This design comes from an exercise in tuning for small area, a short achievable clock period and few clock cycles per item on the open sky130 flow, not from production work.
In this exercise RTL edits were held to simulation tests only and were not proved equivalent to the original.
No activity file was given, so power comes from the tool's default toggle rates.

## flow/design.v (module list and top-level ports; edited modules follow where they fit)
// module conv_loader: 63 lines
// module conv_sequencer: 88 lines
// module conv_mac: 3848 lines
// module result_fifo: 46 lines
// module conv_top: 94 lines
module conv_top (
    input  logic        clk,
    input  logic        reset,
    input  logic [7:0]  in_data,
    input  logic [3:0]  in_user,
    input  logic        in_valid,
    output logic        in_ready,
    output logic [20:0] out_data,
    output logic        out_valid,
    input  logic        out_ready
);
  // ...
==> flow/run.sh <==
#!/bin/bash
# synth_recipe.tcl (not shown) runs the flow's synth.tcl, then flattens the netlist and writes it again
# the make line also repeats each setting of config.mk as NAME=value (left out here)
make -C /OpenROAD-flow-scripts/flow DESIGN_CONFIG=/design/flow/config.mk WORK_HOME=/design/flow/orfs CLKGATE_MAP_FILE= SYNTH_SCRIPT=/design/flow/synth_recipe.tcl finish
==> flow/config.mk <==
export PLATFORM = sky130hd
export DESIGN_NAME = conv_top
export DESIGN_NICKNAME = conv_top
export VERILOG_FILES = /design/flow/design.v
export SDC_FILE = /design/flow/constraint.sdc
export NUM_CORES = 4
export LEC_CHECK = 0
export ABC_CLOCK_PERIOD_IN_PS = 3000
export CAP_MARGIN = 20
export CORE_MARGIN = 2
export CORE_UTILIZATION = 60
export SETUP_SLACK_MARGIN = 5
export SLEW_MARGIN = 20
==> flow/constraint.sdc <==
create_clock -name core_clock -period 9.0 [get_ports {clk}]
set_input_delay 1.8000 -clock core_clock [delete_from_list [all_inputs] [get_ports {clk}]]
set_output_delay 1.8000 -clock core_clock [all_outputs]
set_load 0.01 [all_outputs]
==> results.txt, run 1 <==
### Global route
• **met3 Usage GRT** 0.0824
• **wire length of the first global-routing pass** 173000 um

### Critical path
• **data arrival time of the worst path** 4.28 ns
• **crit-path max FO** 173
• **cells traversed along the worst timing path** clkdlybuf4s50_1 > nand2_1 > nor4b_4 > buf_4 > buf_16

### CTS
• **total clock buffers created by CTS** 75
• **CTS Buffer Depth** 3
• **post-CTS setup-driven buffer insertion count** 13
• **Root Buffer** sky130_fd_sc_hd__clkbuf_16

### Hold path
• **Tightest Hold Check Type** flip-flop to flip-flop
• **WHS Path Cells** 0

### Finish
• **number of standard cells in the final layout excluding fillers** 4313
• **sequential cells** 683
• **NonClk Buf Share** 0.0198

### Routing
• **vias per cell** 5.80
• **TritonRoute pass-1 iters** 6

### Die
• **initial core utilization** 0.604
• **Core ar.** 68200 um^2

### Power
• **Comb pwr share** 0.439
• **Largest Pwr Group** combinational logic

### Status
• **outcome** timing/DRC/antenna clean

### Synthesis
• **most instantiated cells after synthesis** 622 x sky130_fd_sc_hd__inv_1, 567 x sky130_fd_sc_hd__fa_1, 486 x sky130_fd_sc_hd__edfxtp_1
• **basic-gate share of the synthesized area counting and, or, nand and nor cells** 0.104

### STA
• **hold slack final** 0.326 ns
• **final worst-path setup slack** 4.97 ns
• **final cycle utilization of the critical path** 0.448

Testbench counts, summed over its fixed seeds: cycles 10,425, frames 128.
==> inputs of run 2 (changes only) <==
--- a/flow/config.mk
+++ b/flow/config.mk
@@ -8,6 +8,6 @@
 export ABC_CLOCK_PERIOD_IN_PS = 3000
 export CAP_MARGIN = 20
 export CORE_MARGIN = 2
-export CORE_UTILIZATION = 60
+export CORE_UTILIZATION = 40
 export SETUP_SLACK_MARGIN = 5
 export SLEW_MARGIN = 20
==> results.txt, run 2 <==
### Finish
• **layout cells sized above 1** 0.122, was 0.124
• **Regs by FF count** u_conv_loader.sr x224, u_conv_loader.w x128, u_result_fifo.mem x84, unchanged
• **commonest non-fill, non-tap cells in the layout** 622 x sky130_fd_sc_hd__inv_1, 564 x sky130_fd_sc_hd__fa_1, 486 x sky130_fd_sc_hd__edfxtp_1, unchanged
• **register containing the most flip-flops in the final layout** u_conv_loader.sr, unchanged
• **most frequent standard cell in the layout excluding fill and tap cells** sky130_fd_sc_hd__inv_1, unchanged
• **post-synthesis to final-layout area growth** 12.9%, was 11.6%
• **fillcell total** 9241, was 4989
• **flip-flop count of the largest register, all copies and words added** 224, unchanged
• **number of nets in the layout** 4014, was 4012

### Synthesis
• **Distinct cells, synth** 59, unchanged
• **most instantiated cells after synthesis** 622 x sky130_fd_sc_hd__inv_1, 567 x sky130_fd_sc_hd__fa_1, 486 x sky130_fd_sc_hd__edfxtp_1, unchanged
• **number of synthesized register bits** 683, unchanged
• **average cell area after synthesis** 12.5 um^2, unchanged
• **Post-Syn Area** 41200 um^2, unchanged
• **most common cell in the netlist** sky130_fd_sc_hd__inv_1, unchanged
• **proportion of synthesized flip-flops having asynchronous set or reset** 0, unchanged
• **Primary FF master, synth** sky130_fd_sc_hd__edfxtp_1, unchanged
• **post-synthesis cell count** 3290, unchanged
• **Synth top area share** 0.354, unchanged
• **Net Count, Synth** 3933, unchanged
• **warnings from Yosys** 7, unchanged
• **top area cells in the synthesized netlist** sky130_fd_sc_hd__edfxtp_1 35%, sky130_fd_sc_hd__fa_1 28%, sky130_fd_sc_hd__dfxtp_1 9.6%, unchanged
• **biggest area consumer among synthesized cells** sky130_fd_sc_hd__edfxtp_1, unchanged
• **count of flip-flops with a built-in enable after synthesis** 486, unchanged
• **portion of the post-synthesis area used by sequential elements** 0.450, unchanged

### Global route
• **wire length of the first global-routing pass** 164000 um, was 173000 um
• **largest net degree at the start of global routing** 83, was 174
• **final global-route overflow total** 0, unchanged
• **antenna violations before repair** 2, was 4
• **overall fraction of global-route tracks in use** 0.213, was 0.346
• **number of global-route vias before repair** 25200, was 26200

### Routing
• **TritonRoute pass-1 iters** 6, unchanged
• **average wire per standard cell** 23.4 um, was 27.8 um
• **vias per cell** 5.04, was 5.80
• **routed wire length** 112000 um, was 120000 um
• **final routed DRC violation total** 0, unchanged
• **number of antenna-violating nets in the routed design** 0, unchanged
• **number of vias after detailed routing** 24200, was 25000
• **number of DRC markers after the initial detailed-route iteration** 2108, was 2568

### STA
• **Tmin final** 4.04 ns, was 4.03 ns
• **RSZ-0062 raised after global routing** true, unchanged
• **number of max-slew violations in the final report** 0, unchanged
• **final cycle utilization of the critical path** 0.449, was 0.448
• **number of failing hold endpoints at the final stage** 0, unchanged
• **setup clock skew after layout** 0.0373 ns, was 0.0267 ns
• **maximum clock frequency** 248 MHz, about the same
• **final number of setup-violating endpoints** 0, unchanged
• **relative slew slack** 0.195, was 0.249
• **transition at the pin with the smallest max-transition slack** 1.20 ns, was 1.12 ns
• **Sum Neg Setup Slack** 0 ns, unchanged

### Die
• **Chip Height** 325 um, was 266 um
• **Core ar.** 102000 um^2, was 68200 um^2
• **floorplan die width** 325 um, was 266 um
• **initial core utilization** 0.404, was 0.604
• **num ports** 39, unchanged
• **Total Die Area** 106000 um^2, was 70800 um^2
• **number of placement rows** 117, was 96

### Critical path
• **Reg2Reg Launch Point** u_conv_loader.ph2$_SDFF_PP0_, unchanged
• **worst setup slack for register-to-register paths** 4.96 ns, was 5.03 ns
• **CP max-delay cell** sky130_fd_sc_hd__mux2i_1, was sky130_fd_sc_hd__buf_4
• **required time at the worst-slack endpoint** 9.52 ns, was 9.24 ns
• **CP endpoint kind** flip-flop, unchanged
• **Worst Setup Start Kind** flip-flop, was input pin
• **Crit. Startpoint** u_conv_loader.ph2$_SDFF_PP0_, was in_valid
• **delay contributed by the slowest stage of the critical path** 0.73 ns, about the same
• **data arrival time of the worst path** 4.55 ns, was 4.28 ns
• **most repeated library cell on the critical path** sky130_fd_sc_hd__fa_1
• **cells traversed along the worst timing path** buf_12 > buf_4 > mux2i_1 > nor2_1 > fa_1 > inv_1 > fa_1 > inv_1 > fa_2 > fa_1, was clkdlybuf4s50_1 > nand2_1 > nor4b_4 > buf_4 > buf_16
• **Buffers & Inverters on Critical Path** 4, was 3
• **dominant delay contributor by cell family on the critical path** adder cells, was buffers and inverters
• **Setup Crit Path Kind** flip-flop to flip-flop, was input pin to flip-flop
• **crit-path max FO** 7, was 173

### Power
• **Comb pwr share** 0.429, was 0.439
• **Worst VDD drop** 0.252 mV, was 0.358 mV
• **register share of total power** 0.336, was 0.331
• **static leakage** 18.9 nW, was 19.0 nW
• **power share of the clock group** 0.235, was 0.230
• **switching component of the power** 4.92 mW, was 5.07 mW
• **PwrDens** 286 nW/um^2, was 294 nW/um^2
• **internal power component** 8.37 mW, was 8.46 mW
• **overall power consumption** 13.3 mW, was 13.5 mW
• **net switching fraction of the power** 0.370, was 0.375

### CTS
• **maximum level of the CTS H-tree** 3, unchanged
• **count of hold buffers inserted by post-cts repair** 0, unchanged
• **clock-pin transition on the worst setup and hold timing paths** 0.06 ns, about the same
• **number of clock sinks** 683, unchanged
• **CTS Buffer Depth** 3, unchanged
• **latest clock arrival within the worst-skew pair** 0.67 ns, was 0.64 ns
• **total clock buffers created by CTS** 76, was 75
• **TritonCTS clock tree** yes, unchanged
• **Root Buffer** sky130_fd_sc_hd__clkbuf_16, unchanged

### Status
• **outcome** timing/DRC/antenna clean, unchanged

### Hold path
• **Tightest Hold Check Type** flip-flop to flip-flop, unchanged
• **hold_sp** u_conv_mac.r1_3_4$_DFF_P_, was u_conv_mac.r1_1_0$_DFF_P_

### Placement
• **half-perimeter wire length of the detailed placement result** 86700 um, was 94400 um
• **gpl congestion** 1.00, was 1.03
• **IO Port Bufs** 38, unchanged

### Job
• **Max Cap Viol** 0, unchanged

-- run 2: cell counts after synthesis --
No cell type changed its count.
-- run 2: cell type report --
type	count	area (um^2)	area share
Clock inverter	43	499	0.0107
Antenna cell	2	5.00	0.000108
Multi-Input combinational cell	1907	20500	0.440
Inverter	622	2330	0.0502
Clock buffer	94	1990	0.0428
Timing Repair Buffer	81	935	0.0201
Tap cell	1368	1710	0.0368
Sequential cell	683	18500	0.399
-- run 2: cells by family (layout without fill, tap and decap cells) --
family | after synthesis | after routing | synth area share
AND/OR/NAND/NOR | 921 | 921 | 0.104
multiplexers | 229 | 229 | 0.0653
other | 0 | 2 | 0
adder cells (fa/ha/maj) | 627 | 627 | 0.294
XOR/XNOR | 26 | 26 | 0.00553
AO/OA/AOI/OAI | 104 | 104 | 0.0162
flip-flops | 683 | 683 | 0.450
buffers and inverters | 700 | 840 | 0.0650
-- run 2: repair_timing --
| item | CTS | global route |
|---|---|---|
| pin swaps | 2 | 0 |
| buffers inserted | 13 | 3 |
| setup endpoints to repair | 427 | 113 |
| gates resized for setup | 71 | 50 |
| hold endpoints to repair | 0 | 0 |
| cloned | 4 | 5 |
-- run 2: stage by stage --
stage               area, um^2   util  hold slack (ns)  setup slack (ns)  cells
finish                   46500  0.456            0.325              4.96   4800
CTS                      46200  0.453            0.328              4.98   4790
global route             46500  0.456            0.330              4.87   4798
floorplan                41300      -            0.310             -2.51   3290
detailed placement       43200  0.424            0.315              3.41   4636
global placement         43200  0.424            0.317              3.55   4636
-- run 2: routing by layer --
| layer | routed length (um) | GRT usage |
|---|---|---|
| met4 | 4900 | 0.0789 |
| met3 | 7860 | 0.0373 |
| met5 | 0 | 0 |
| met1 | 46800 | 0.283 |
| met2 | 52500 | 0.349 |
-- run 2: worst paths after layout --
path                                             endpoint  cells past startpoint
worst min register to register  u_conv_mac.r2_3_1$_DFF_P_                      0
worst min-delay path            u_conv_mac.r2_3_1$_DFF_P_                      0
worst max-delay path            u_conv_mac.r1_6_8$_DFF_P_                     10
worst max register to register  u_conv_mac.r1_6_8$_DFF_P_                     10
-- run 2: power by group through the flow --
| stage | Clock (mW) | Combinational [mW] | Sequential (mW) |
|---|---|---|---|
| 2_1_floorplan | 0 | 3.85 | 4.51 |
| 3_3_place_gp | 0 | 5.50 | 4.52 |
| 3_5_place_dp | 0 | 5.67 | 4.53 |
| 4_1_cts | 3.19 | 5.74 | 4.47 |
| 5_1_grt | 3.32 | 6.64 | 4.50 |
| 6_report | 3.12 | 5.71 | 4.46 |
==> inputs of run 3 (changes only) <==
--- a/flow/config.mk
+++ b/flow/config.mk
@@ -9,5 +9,6 @@
 export CAP_MARGIN = 20
 export CORE_MARGIN = 2
 export CORE_UTILIZATION = 40
+export CTS_BUF_LIST = sky130_fd_sc_hd__clkbuf_4
 export SETUP_SLACK_MARGIN = 5
 export SLEW_MARGIN = 20
==> results.txt, run 3 <==
### Status
• **outcome** timing/DRC/antenna clean, unchanged

### Synthesis
• **top area cells in the synthesized netlist** sky130_fd_sc_hd__edfxtp_1 35%, sky130_fd_sc_hd__fa_1 28%, sky130_fd_sc_hd__dfxtp_1 9.6%, unchanged
• **most instantiated cells after synthesis** 622 x sky130_fd_sc_hd__inv_1, 567 x sky130_fd_sc_hd__fa_1, 486 x sky130_fd_sc_hd__edfxtp_1, unchanged
• **Primary FF master, synth** sky130_fd_sc_hd__edfxtp_1, unchanged
• **post-synthesis cell count** 3290, unchanged
• **number of synthesized register bits** 683, unchanged
• **most common cell in the netlist** sky130_fd_sc_hd__inv_1, unchanged
• **Distinct cells, synth** 59, unchanged
• **Synth top area share** 0.354, unchanged
• **Net Count, Synth** 3933, unchanged
• **average cell area after synthesis** 12.5 um^2, unchanged
• **proportion of synthesized flip-flops having asynchronous set or reset** 0, unchanged
• **warnings from Yosys** 7, unchanged
• **Post-Syn Area** 41200 um^2, unchanged
• **portion of the post-synthesis area used by sequential elements** 0.450, unchanged
• **count of flip-flops with a built-in enable after synthesis** 486, unchanged
• **biggest area consumer among synthesized cells** sky130_fd_sc_hd__edfxtp_1, unchanged

### Placement
• **half-perimeter wire length of the detailed placement result** 86700 um, unchanged
• **IO Port Bufs** 38, unchanged
• **gpl congestion** 1.00, unchanged

### Power
• **switching component of the power** 4.94 mW, was 4.92 mW
• **internal power component** 8.00 mW, was 8.37 mW
• **net switching fraction of the power** 0.382, was 0.370
• **PwrDens** 280 nW/um^2, was 286 nW/um^2
• **Comb pwr share** 0.438, was 0.429
• **register share of total power** 0.344, was 0.336
• **Worst VDD drop** 0.291 mV, was 0.252 mV
• **power share of the clock group** 0.217, was 0.235
• **static leakage** 19.1 nW, was 18.9 nW

### Critical path
• **data arrival time of the worst path** 4.96 ns, was 4.55 ns
• **worst setup slack for register-to-register paths** 4.97 ns, was 4.96 ns
• **reg2reg path depth** 10, unchanged
• **Worst Setup Start Kind** flip-flop, unchanged
• **Crit. Startpoint** u_conv_loader.ph2$_SDFF_PP0_, unchanged
• **Setup Crit Path Kind** flip-flop to flip-flop, unchanged
• **crit-path max FO** 32, was 7
• **Reg2Reg Launch Point** u_conv_loader.ph2$_SDFF_PP0_, unchanged
• **endpoint of the lowest-slack register-to-register path** u_conv_mac.r1_6_8$_DFF_P_, unchanged
• **CP endpoint kind** flip-flop, unchanged
• **required time at the worst-slack endpoint** 9.93 ns, was 9.52 ns

### Global route
• **largest net degree at the start of global routing** 151, was 83
• **busiest metal layer after global routing** met2, unchanged
• **met3 Usage GRT** 0.0493, was 0.0373
• **met2 track utilization from global routing** 0.340, was 0.349
• **met1 usage** 0.276, was 0.283
• **overall fraction of global-route tracks in use** 0.212, was 0.213
• **wire length of the first global-routing pass** 164000 um, about the same
• **final global-route overflow total** 0, unchanged
• **antenna violations before repair** 5, was 2
• **number of global-route vias before repair** 25900, was 25200

### STA
• **number of failing hold endpoints at the final stage** 0, unchanged
• **relative slew slack** 0.246, was 0.195
• **hold slack final** 0.327 ns, was 0.325 ns
• **transition at the pin with the smallest max-transition slack** 1.13 ns, was 1.20 ns
• **final cycle utilization of the critical path** 0.448, was 0.449
• **maximum clock frequency** 248 MHz, about the same
• **final number of setup-violating endpoints** 0, unchanged
• **RSZ-0062 raised after global routing** true, unchanged
• **setup clock skew after layout** 0.116 ns, was 0.0373 ns
• **Tmin final** 4.03 ns, was 4.04 ns
• **number of max-slew violations in the final report** 0, unchanged

### Die
• **Core ar.** 102000 um^2, unchanged
• **num ports** 39, unchanged
• **Total Die Area** 106000 um^2, unchanged
• **floorplan die width** 325 um, unchanged
• **Chip Height** 325 um, unchanged
• **number of placement rows** 117, unchanged
• **initial core utilization** 0.404, unchanged

### Finish
• **flip-flop count of the largest register, all copies and words added** 224, unchanged
• **register containing the most flip-flops in the final layout** u_conv_loader.sr, unchanged
• **number of nets in the layout** 4107, was 4014
• **end-of-flow core utilization** 0.454, was 0.456
• **most frequent standard cell in the layout excluding fill and tap cells** sky130_fd_sc_hd__inv_1, unchanged
• **Regs by FF count** u_conv_loader.sr x224, u_conv_loader.w x128, u_result_fifo.mem x84, unchanged
• **post-synthesis to final-layout area growth** 12.2%, was 12.9%
• **commonest non-fill, non-tap cells in the layout** 622 x sky130_fd_sc_hd__inv_1, 565 x sky130_fd_sc_hd__fa_1, 486 x sky130_fd_sc_hd__edfxtp_1, was 622 x sky130_fd_sc_hd__inv_1, 564 x sky130_fd_sc_hd__fa_1, 486 x sky130_fd_sc_hd__edfxtp_1
• **layout cells sized above 1** 0.160, was 0.122

### Routing
• **number of DRC markers after the initial detailed-route iteration** 1933, was 2108
• **number of antenna-violating nets in the routed design** 0, unchanged
• **average wire per standard cell** 22.2 um, was 23.4 um
• **vias per cell** 4.92, was 5.04
• **routed wire length** 111000 um, was 112000 um
• **final routed DRC violation total** 0, unchanged
• **TritonRoute pass-1 iters** 8, was 6
• **number of vias after detailed routing** 24600, was 24200

### Hold path
• **WHS Path Cells** 0, unchanged
• **hold_sp** u_conv_mac.r1_3_4$_DFF_P_, unchanged
• **Tightest Hold Check Type** flip-flop to flip-flop, unchanged
• **worst hold path endpoint** u_conv_mac.r2_3_1$_DFF_P_, unchanged

### CTS
• **CTS Buffer Depth** 3, unchanged
• **clock-pin transition on the worst setup and hold timing paths** 0.06 ns, about the same
• **latest clock arrival within the worst-skew pair** 1.16 ns, was 0.67 ns
• **TritonCTS clock tree** yes, unchanged
• **number of clock sinks** 683, unchanged
• **count of hold buffers inserted by post-cts repair** 0, unchanged
• **maximum level of the CTS H-tree** 4, was 3
• **Root Buffer** sky130_fd_sc_hd__clkbuf_4, was sky130_fd_sc_hd__clkbuf_16
• **total clock buffers created by CTS** 181, was 76

### Job
• **Max Cap Viol** 0, unchanged

==> run 3: kinds of logic (layout without fill, tap and decap cells) <==
kind of cell,count (synthesis),in the layout,synth area share
AOI/OAI and AO/OA,104,104,0.0162
and+or+nand+nor,921,921,0.104
DFF,683,683,0.450
buffers and inverters,700,1026,0.0650
adders and majority gates,627,627,0.294
muxes,229,229,0.0653
xor gates and xnor gates,26,26,0.00553
other,0,7,0
==> run 3: timing repair <==
action                                  4_1_cts  5_1_grt
buffers inserted                              9        0
cloned                                        1        3
endpoints found under the setup margin      210      119
resized for setup                            56       39
==> run 3: worst max-delay path by stage <==
stage | to | slack (ns) | cells past startpoint
after CTS | u_conv_mac.r1_5_6$_DFF_P_ | 4.95 | 9
after floorplan | u_conv_sequencer.in_ready$_SDFF_PP1_ | -2.51 | 12
after detailed placement | u_conv_loader.w[10][5]$_SDFFCE_PN0P_ | 3.41 | 9
after global placement | u_conv_loader.w[6][3]$_SDFFCE_PN0P_ | 3.55 | 10
after global routing | u_conv_mac.r1_7_10$_DFF_P_ | 4.92 | 9
final | u_conv_mac.r1_6_8$_DFF_P_ | 4.97 | 10
==> run 3: metrics by stage <==
stage | power (mW) | instance area, um^2 | setup WS, ns | cells | TNS (ns)
after detailed placement | 10.2 | 43200 | 3.41 | 4636 | 0
final | 12.9 | 46200 | 4.97 | 4991 | 0
after CTS | 13.1 | 46000 | 4.95 | 4981 | 0
after global routing | 14.2 | 46200 | 4.92 | 4990 | 0
after floorplan | 8.36 | 41300 | -2.51 | 3290 | -158.52
after global placement | 10.0 | 43200 | 3.55 | 4636 | 0
==> run 3: cell type report <==
cell class / instances / area (um^2)
diodes: 7 / 17.5
clock buffers: 274 / 2060
clock inverters: 61 / 378
fillers: 9454 / 55700
inverters: 622 / 2330
multi-input cells: 1907 / 20400
flip-flops and latches: 683 / 18500
well taps: 1368 / 1710
repair buffers: 69 / 762
==> run 3: critical path, stage by stage, from the launching register on <==
cell                      delay (ns)
sky130_fd_sc_hd__dfxtp_4        0.42
sky130_fd_sc_hd__buf_12         0.17
sky130_fd_sc_hd__buf_16         0.26
sky130_fd_sc_hd__mux2i_1        0.63
sky130_fd_sc_hd__nor2_1         0.19
sky130_fd_sc_hd__fa_1           0.52
sky130_fd_sc_hd__inv_1          0.05
sky130_fd_sc_hd__fa_1           0.50
sky130_fd_sc_hd__inv_1          0.05
sky130_fd_sc_hd__fa_1           0.61
sky130_fd_sc_hd__fa_1           0.44
==> run 3: routing by layer <==
layer | share of wire | routed length (um) | up-vias
met3 | 0.076 | 8370 | 253
met1 | 0.42 | 46300 | 12500
met4 | 0.043 | 4730 | 2
met2 | 0.46 | 51200 | 998
li1 | - | - | 10800
met5 | 0.00012 | 13 | -
==> run 3: power by group through the flow <==
stage / sequential [mW] / clock [mW] / combinational, mW
floorplan: 4.51 / 0 / 3.85
global placement: 4.52 / 0 / 5.50
detailed placement: 4.53 / 0 / 5.67
CTS: 4.46 / 2.90 / 5.71
global route: 4.50 / 3.08 / 6.61
finish: 4.46 / 2.81 / 5.68

## re-timing with driven ports
How much do the figures lean on ideal ports? The routed layouts below were timed once more, with nothing changed but the port constraints.
Step 1 (the two cells are an assumption about what drives the block):
set clk [get_ports {clk}]
set_driving_cell -lib_cell sky130_fd_sc_hd__clkbuf_16 $clk
set_driving_cell -lib_cell sky130_fd_sc_hd__buf_2 [delete_from_list [all_inputs] $clk]
Step 2 adds t to the input delays and takes it off the output delays; t is the mean of the earliest and latest rising clock arrival at the registers after step 1. Input paths then give back, and output paths get back, about the clock's delay inside the block.
a / b / c = ideal ports / drivers / drivers and shift; a / b = the first two.
run | t (ns) | setup slack, ns | worst slew at a driven data input, ns | pins driven straight from the clock port
run 1 | 0.694 | 4.966 / 5.009 / 4.316 | 0.03 | 1
run 2 | 0.720 | 4.963 / 4.963 / 4.324 | 0.18 | 1
run 3 | 1.163 | 4.967 / 4.967 / 4.091 | 0.04 | 1
After both steps every run listed still meets setup and hold. The setup slack of run 3, which loses most, moves by 0.000 ns with the drivers and by -0.876 ns with both steps.
